This is an optimization exercise on Yosys and OpenROAD, whose aim is small area and few clock cycles per item, not a production implementation. The RTL was checked by simulation tests, not by an equivalence proof against the original design.

==> v23 <==
// banded_temperature_motor_regulator_core
module banded_temperature_motor_regulator_core #(
  parameter int TEMP_WIDTH = 12,
  parameter int TIME_WIDTH = 32,
  localparam int IN_DW = ((TEMP_WIDTH + TIME_WIDTH + 7) / 8) * 8
) (
  input  logic                              clk,
  input  logic                              rst_n,
  input  logic                              in_tvalid,
  output logic                              in_tready,
  input  logic [IN_DW-1:0]                  in_tdata,
  output logic                              out_tvalid,
  input  logic                              out_tready,
  output logic [brtm_pkg::OUT_DW-1:0]       out_tdata,
  input  logic                              cfg_we,
  input  logic [brtm_pkg::CFG_IDX_W-1:0]    cfg_index,
  input  logic [brtm_pkg::CFG_DATA_W-1:0]   cfg_wdata
);
clock: 9.0 ns
lec_check: 0
cap_margin: 20
core_margin: 2
core_utilization: 40
cts_buf_list: sky130_fd_sc_hd__clkbuf_8
cts_cluster_size: 30
place_density: 0.6
slew_margin: 20
synth_hierarchical: 1
synth_minimum_keep_size: 0
run.sh (not shown) runs the stock make flow with config.mk's settings and CLKGATE_MAP_FILE= SYNTH_SCRIPT=/design/flow/synth_recipe.tcl, a recipe that flattens the netlist after the stock synthesis.
==> v38 (differences from v23) <==
--- a/flow/design.v
+++ b/flow/design.v
@@ -28,40 +28,80 @@
     .a ({t[11], t}),
     .b ({setpoint[11], setpoint}),
     .s (dsum)
   );
   wire        side = dsum[12];
-  wire [11:0] x    = dsum[11:0] ^ {12{side}};
-  wire [8:0] c1, c2, c4;
-  assign c1[0] = side;
-  assign c2[0] = side | x[0];
-  assign c4[0] = side | x[0] | x[1];
+  wire [11:0] nx   = dsum[11:0] ^ {12{!side}};
+  wire [8:0] n1, n2, n4;
+  assign n1[0] = !side;
+  assign n2[0] = !side & nx[0];
+  assign n4[0] = !side & nx[0] & nx[1];
   genvar i;
   for (i = 0; i < 8; i++) begin : g_cmp
-    brtm_majn u_m1 (.a(x[i]),   .bn(band[i]), .c(c1[i]), .y(c1[i+1]));
-    brtm_majn u_m2 (.a(x[i+1]), .bn(band[i]), .c(c2[i]), .y(c2[i+1]));
-    brtm_majn u_m4 (.a(x[i+2]), .bn(band[i]), .c(c4[i]), .y(c4[i+1]));
+    brtm_maj u_m1 (.a(nx[i]),   .b(band[i]), .c(n1[i]), .y(n1[i+1]));
+    brtm_maj u_m2 (.a(nx[i+1]), .b(band[i]), .c(n2[i]), .y(n2[i+1]));
+    brtm_maj u_m4 (.a(nx[i+2]), .b(band[i]), .c(n4[i]), .y(n4[i+1]));
   end
-  wire a1 = c1[8] | (|x[11:8]);
-  wire a2 = c2[8] | (|x[11:9]);
-  wire a4 = c4[8] | (|x[11:10]);
-  wire [11:0] tu = {~t[11], t[10:0]};
-  wire [11:0] pu = {~prev[11], prev[10:0]};
+  wire a1 = !(n1[8] & (&nx[11:8]));
+  wire a2 = !(n2[8] & (&nx[11:9]));
+  wire a4 = !(n4[8] & (&nx[11:10]));
+  wire [11:0] ntu = {t[11], ~t[10:0]};
+  wire [11:0] pu  = {~prev[11], prev[10:0]};
   wire [12:0] cr, cf;
-  assign cr[0] = 1'b0;
+  assign cr[0] = 1'b1;
   assign cf[0] = 1'b0;
   for (i = 0; i < 12; i++) begin : g_slope
-    brtm_majn u_r (.a(tu[i]), .bn(pu[i]), .c(cr[i]), .y(cr[i+1]));
-    brtm_majn u_f (.a(pu[i]), .bn(tu[i]), .c(cf[i]), .y(cf[i+1]));
+    brtm_maj u_r (.a(pu[i]), .b(ntu[i]), .c(cr[i]), .y(cr[i+1]));
+    brtm_maj u_f (.a(pu[i]), .b(ntu[i]), .c(cf[i]), .y(cf[i+1]));
   end
-  wire slope = side ? cf[12] : cr[12];
+  wire slope = side ? cf[12] : !cr[12];
   assign code = a4                ? {side, 2'd1} :
                 (a2 && slope)     ? {side, 2'd2} :
                 (a1 && slope)     ? {side, 2'd3} : 3'b000;
 endmodule
 `default_nettype wire
 `default_nettype none
+module brtm_sel (
+  input  wire [39:0] p,
+  input  wire        chg,
+  input  wire [31:0] qe,
+  output wire [31:0] q,
+  output wire [8:0]  plo
+);
+  localparam logic [39:0] PSAT = 40'h82301fff7e;
+  wire [40:0] ge;
+  assign ge[0] = 1'b1;
+  for (genvar i = 0; i < 40; i++) begin : g_ge
+    if (PSAT[i]) begin : g1
+      assign ge[i+1] = p[i] & ge[i];
+    end else begin : g0
+      assign ge[i+1] = p[i] | ge[i];
+    end
+  end
+  wire sat    = chg & ge[40];
+  wire keep   = chg & ~ge[40] & (|p[39:7]);
+  assign q   = ({32{keep}} & qe) | {32{sat}};
+  assign plo = ({9{chg}} & p[8:0]) | {9{sat}};
+endmodule
+module brtm_hi (
+  input  wire [15:0] hi,
+  input  wire        c,
+  input  wire [31:0] lo,
+  output wire [47:0] total
+);
+  wire [16:0] k;
+  wire [15:0] inc;
+  assign k[0] = 1'b1;
+  for (genvar i = 0; i < 16; i++) begin : g_inc
+    brtm_ha u_ha (.a(hi[i]), .b(k[i]), .s(inc[i]), .co(k[i+1]));
+  end
+  wire [15:0] inc_sat = inc | {16{k[16]}};
+  wire        ovf     = c & k[16];
+  assign total = {c ? inc_sat : hi, lo | {32{ovf}}};
+endmodule
+`default_nettype wire
+`default_nettype none
 module brtm_mul (
   input  wire [31:0] e,
   input  wire [7:0]  c,
   output wire [39:0] p
 );
@@ -2033,18 +2073,19 @@
   for (i = 0; i < 8; i++) begin : g_raw
     brtm_fa u_fa (.a(cur[i]), .b(b[i]), .c(c[i]), .s(raw[i]), .co(c[i+1]));
   end
   wire raw8 = s ^ c[8];                
   wire neg  = s & ~c[8];               
-  wire [8:0] gh, gl;
-  assign gh[0] = 1'b0;
+  wire [7:0] nraw = ~raw;
+  wire [8:0] nh, gl;
+  assign nh[0] = 1'b1;
   assign gl[0] = 1'b0;
   for (i = 0; i < 8; i++) begin : g_cmp
-    brtm_majn u_h (.a(raw[i]), .bn(hi[i]), .c(gh[i]), .y(gh[i+1]));
-    brtm_majn u_l (.a(lo[i]), .bn(raw[i]), .c(gl[i]), .y(gl[i+1]));
+    brtm_maj u_h (.a(nraw[i]), .b(hi[i]), .c(nh[i]), .y(nh[i+1]));
+    brtm_maj u_l (.a(lo[i]), .b(nraw[i]), .c(gl[i]), .y(gl[i+1]));
   end
-  wire above = !neg && (raw8 || gh[8]);
+  wire above = !neg && (raw8 || !nh[8]);
   wire below = neg || (!raw8 && gl[8]);
   wire mx     = code[1:0] == 2'd1;
   wire sel_hi = mx ? code[2] : above;
   wire sel_lo = mx ? !code[2] : (!above && below);
   assign want = sel_hi ? hi : sel_lo ? lo : raw;
@@ -2077,15 +2118,15 @@
   logic [7:0]  wv, other;
   logic [8:0]  gc;
   assign wr_two = cfg_index[0];
   assign wv     = cfg_wdata[7:0];
   assign other  = (one_hi_r ^ wr_two) ? lo_r : hi_r;
-  assign gc[0] = 1'b0;
+  assign gc[0] = 1'b1;
   for (genvar i = 0; i < 8; i++) begin : g_ge
-    brtm_majn u_m (.a(other[i]), .bn(wv[i]), .c(gc[i]), .y(gc[i+1]));
+    brtm_maj u_m (.a(wv[i]), .b(~other[i]), .c(gc[i]), .y(gc[i+1]));
   end
-  assign ge = !gc[8];
+  assign ge = gc[8];
   always_ff @(posedge clk) begin
     if (!rst_n) begin
       hi_r       <= 8'd255;
       lo_r       <= 8'd0;
       one_hi_r   <= 1'b1;
@@ -2124,11 +2165,10 @@
   logic [39:0] r1_p;
   logic [7:0]  r1_want;
   logic        r1_chg;
   logic [31:0] r2_q;
   logic [8:0]  r2_plo;
-  logic        r2_sat;
   logic [7:0]  r2_app, r2_want;
   logic        r2_chg;
   logic ld0, ld1, ld2;
   assign ld2 = !r2_v || out_tready;
   assign ld1 = !r1_v || ld2;
@@ -2206,44 +2246,47 @@
       r1_p    <= p;
       r1_want <= want;
       r1_chg  <= chg;
     end
   end
-  localparam logic [39:0] PSAT = 40'h82301fff7e;
   logic [31:0] qe;
-  logic        qneg, sat;
   brtm_qest u_qest (
     .p (r1_p),
     .q (qe)
   );
-  assign qneg = &qe;
-  assign sat  = r1_p >= PSAT;
+  logic [31:0] q_nx;
+  logic [8:0]  plo_nx;
+  brtm_sel u_sel (
+    .p   (r1_p),
+    .chg (r1_chg),
+    .qe  (qe),
+    .q   (q_nx),
+    .plo (plo_nx)
+  );
   always_ff @(posedge clk) begin
     if (!rst_n) r2_v <= 1'b0;
     else if (ld2) r2_v <= r1_v;
   end
   always_ff @(posedge clk) begin
     if (ld2) begin
-      r2_q    <= !r1_chg ? 32'd0 : sat ? 32'hffff_ffff : qneg ? 32'd0 : qe;
-      r2_plo  <= r1_chg ? r1_p[8:0] : 9'd0;
-      r2_sat  <= r1_chg && sat;
+      r2_q    <= q_nx;
+      r2_plo  <= plo_nx;
       r2_app  <= cur_r;
       r2_want <= r1_want;
       r2_chg  <= r1_chg;
     end
   end
   logic        corr, cin;
   logic [31:0] step;
   logic [32:0] lsum;
-  logic [15:0] hi_inc, hi_sum;
   logic [47:0] total_out;
   brtm_corr u_corr (
     .p    (r2_plo),
     .q    (r2_q[19:0]),
     .corr (corr)
   );
-  assign cin = corr && !r2_sat;
+  assign cin = corr;
   brtm_inc32 u_inc (
     .a  (r2_q),
     .ci (cin),
     .s  (step)
   );
@@ -2251,13 +2294,16 @@
     .a  (total_r[31:0]),
     .b  (r2_q),
     .ci (cin),
     .s  (lsum)
   );
-  assign hi_inc    = total_r[47:32] + 16'd1;
-  assign hi_sum    = lsum[32] ? hi_inc : total_r[47:32];
-  assign total_out = (lsum[32] && (&total_r[47:32])) ? 48'hffff_ffff_ffff : {hi_sum, lsum[31:0]};
+  brtm_hi u_hi (
+    .hi    (total_r[47:32]),
+    .c     (lsum[32]),
+    .lo    (lsum[31:0]),
+    .total (total_out)
+  );
   always_ff @(posedge clk) begin
     if (!rst_n) total_r <= '0;
     else if (r2_v && out_tready) total_r <= total_out;
   end
   assign out_tvalid = r2_v;
==> flow/flow/run.sh (new file) <==
#!/bin/bash
# Layout flow: the standard flow (standard.sh, synthesis unchanged) with
# smaller port buffers, a clock tree without dummy loads, and power
# recovery. The make output goes to standard.log here; ORFS keeps each
# tool's log under orfs/logs.
export BUFFER_PORTS_ARGS="-buffer_cell sky130_fd_sc_hd__buf_1"
export CTS_ARGS="-sink_clustering_enable -repair_clock_nets -sink_clustering_size 18 -sink_clustering_max_diameter 150 -dont_use_dummy_load"
export RECOVER_POWER=100
export REMOVE_ABC_BUFFERS=1
bash standard.sh > standard.log 2>&1
==> flow/standard.sh (new file) <==
#!/bin/bash
# synth_recipe.tcl (not shown) runs the flow's synth.tcl, then flattens the netlist and writes it again
# the make line also repeats each setting of config.mk as NAME=value (left out here)
make -C /OpenROAD-flow-scripts/flow DESIGN_CONFIG=/design/flow/config.mk WORK_HOME=/design/flow/orfs CLKGATE_MAP_FILE= SYNTH_SCRIPT=/design/flow/synth_recipe.tcl "${@:-finish}"
--- a/flow/config.mk
+++ b/flow/config.mk
@@ -6,11 +6,11 @@
 export NUM_CORES = 4
 export LEC_CHECK = 0
 export CAP_MARGIN = 20
 export CORE_MARGIN = 2
 export CORE_UTILIZATION = 40
-export CTS_BUF_LIST = sky130_fd_sc_hd__clkbuf_8
-export CTS_CLUSTER_SIZE = 30
+export CTS_CLUSTER_DIAMETER = 150
+export CTS_CLUSTER_SIZE = 18
 export PLACE_DENSITY = 0.6
 export SLEW_MARGIN = 20
 export SYNTH_HIERARCHICAL = 1
 export SYNTH_MINIMUM_KEEP_SIZE = 0
removed: flow/run.sh
==> reports/metrics.csv <==
metric,value,unit
status,finished clean,
Sink Count,306,
fraction of area in registers,20.1,%
max incr delay on CP,0.58,ns
Max Fclk,116,MHz
first-pass GRT wire length,131000,microns
post-CTS sizing,20,
GP Congestion,0.897,
initial core utilization,40.2,%
via count,22791,
Critical path buffers and inverters,8,
DR WL met2,39700,microns
sequential cell area in the final layout,7560,sq um
fin crit period,8.61,ns
placed inst area,35800,sq um
(the above is from v23)
==> reports/metrics.csv <==
metric,value,unit
status,"complete, but fails checks",
Fail Reasons,"capacitance limit, slew limit",
Max Fclk,118,MHz
global route overflow,0,
fraction of area in registers,21.8,%
Max Slew Vio Count,489,
fin crit period,8.50,ns
fraction of area in multi-input gates,66.6,%
placed inst area,34200,sq um
via count,21159,
GP Congestion,0.892,
Finished Core Util,42.8,%
DR WL met2,34900,microns
DRC viols,0,
Diodes inserted,0,
Inverters,364,
post-CTS sizing,0,
Sink Count,305,
max cap viols,10,
initial core utilization,40.4,%
(the above is from v38)
Testbench counts of v23, summed over its fixed seeds: cycles 16,096, items 16,000.
Testbench counts of v38, summed over its fixed seeds: cycles 16,096, items 16,000.

## separate check: timing with driven ports
The results above use ideal ports. As a check the final layouts listed here were re-extracted and re-timed, cells and wires unchanged.
Step 1 assumes that a clkbuf_16 drives the clock port and a buf_2 every other input.
Step 2 also shifts input and output timing later by t, the mid clock arrival at the registers, as if the neighbouring blocks saw the same clock.
Slacks: ideal / step 1 / step 2; pairs: ideal / step 1.
| run | t (ns) | slack for setup (ns) | worst setup path after step 2 | worst register clock-pin slew, ns |
|---|---|---|---|---|
| v23 | 0.718 | 0.390 / 0.331 / 0.532 | input to register | 0.07 / 0.07 |
| v38 | 0.625 | 0.499 / 0.429 / 0.712 | input to register | 0.09 / 0.09 |
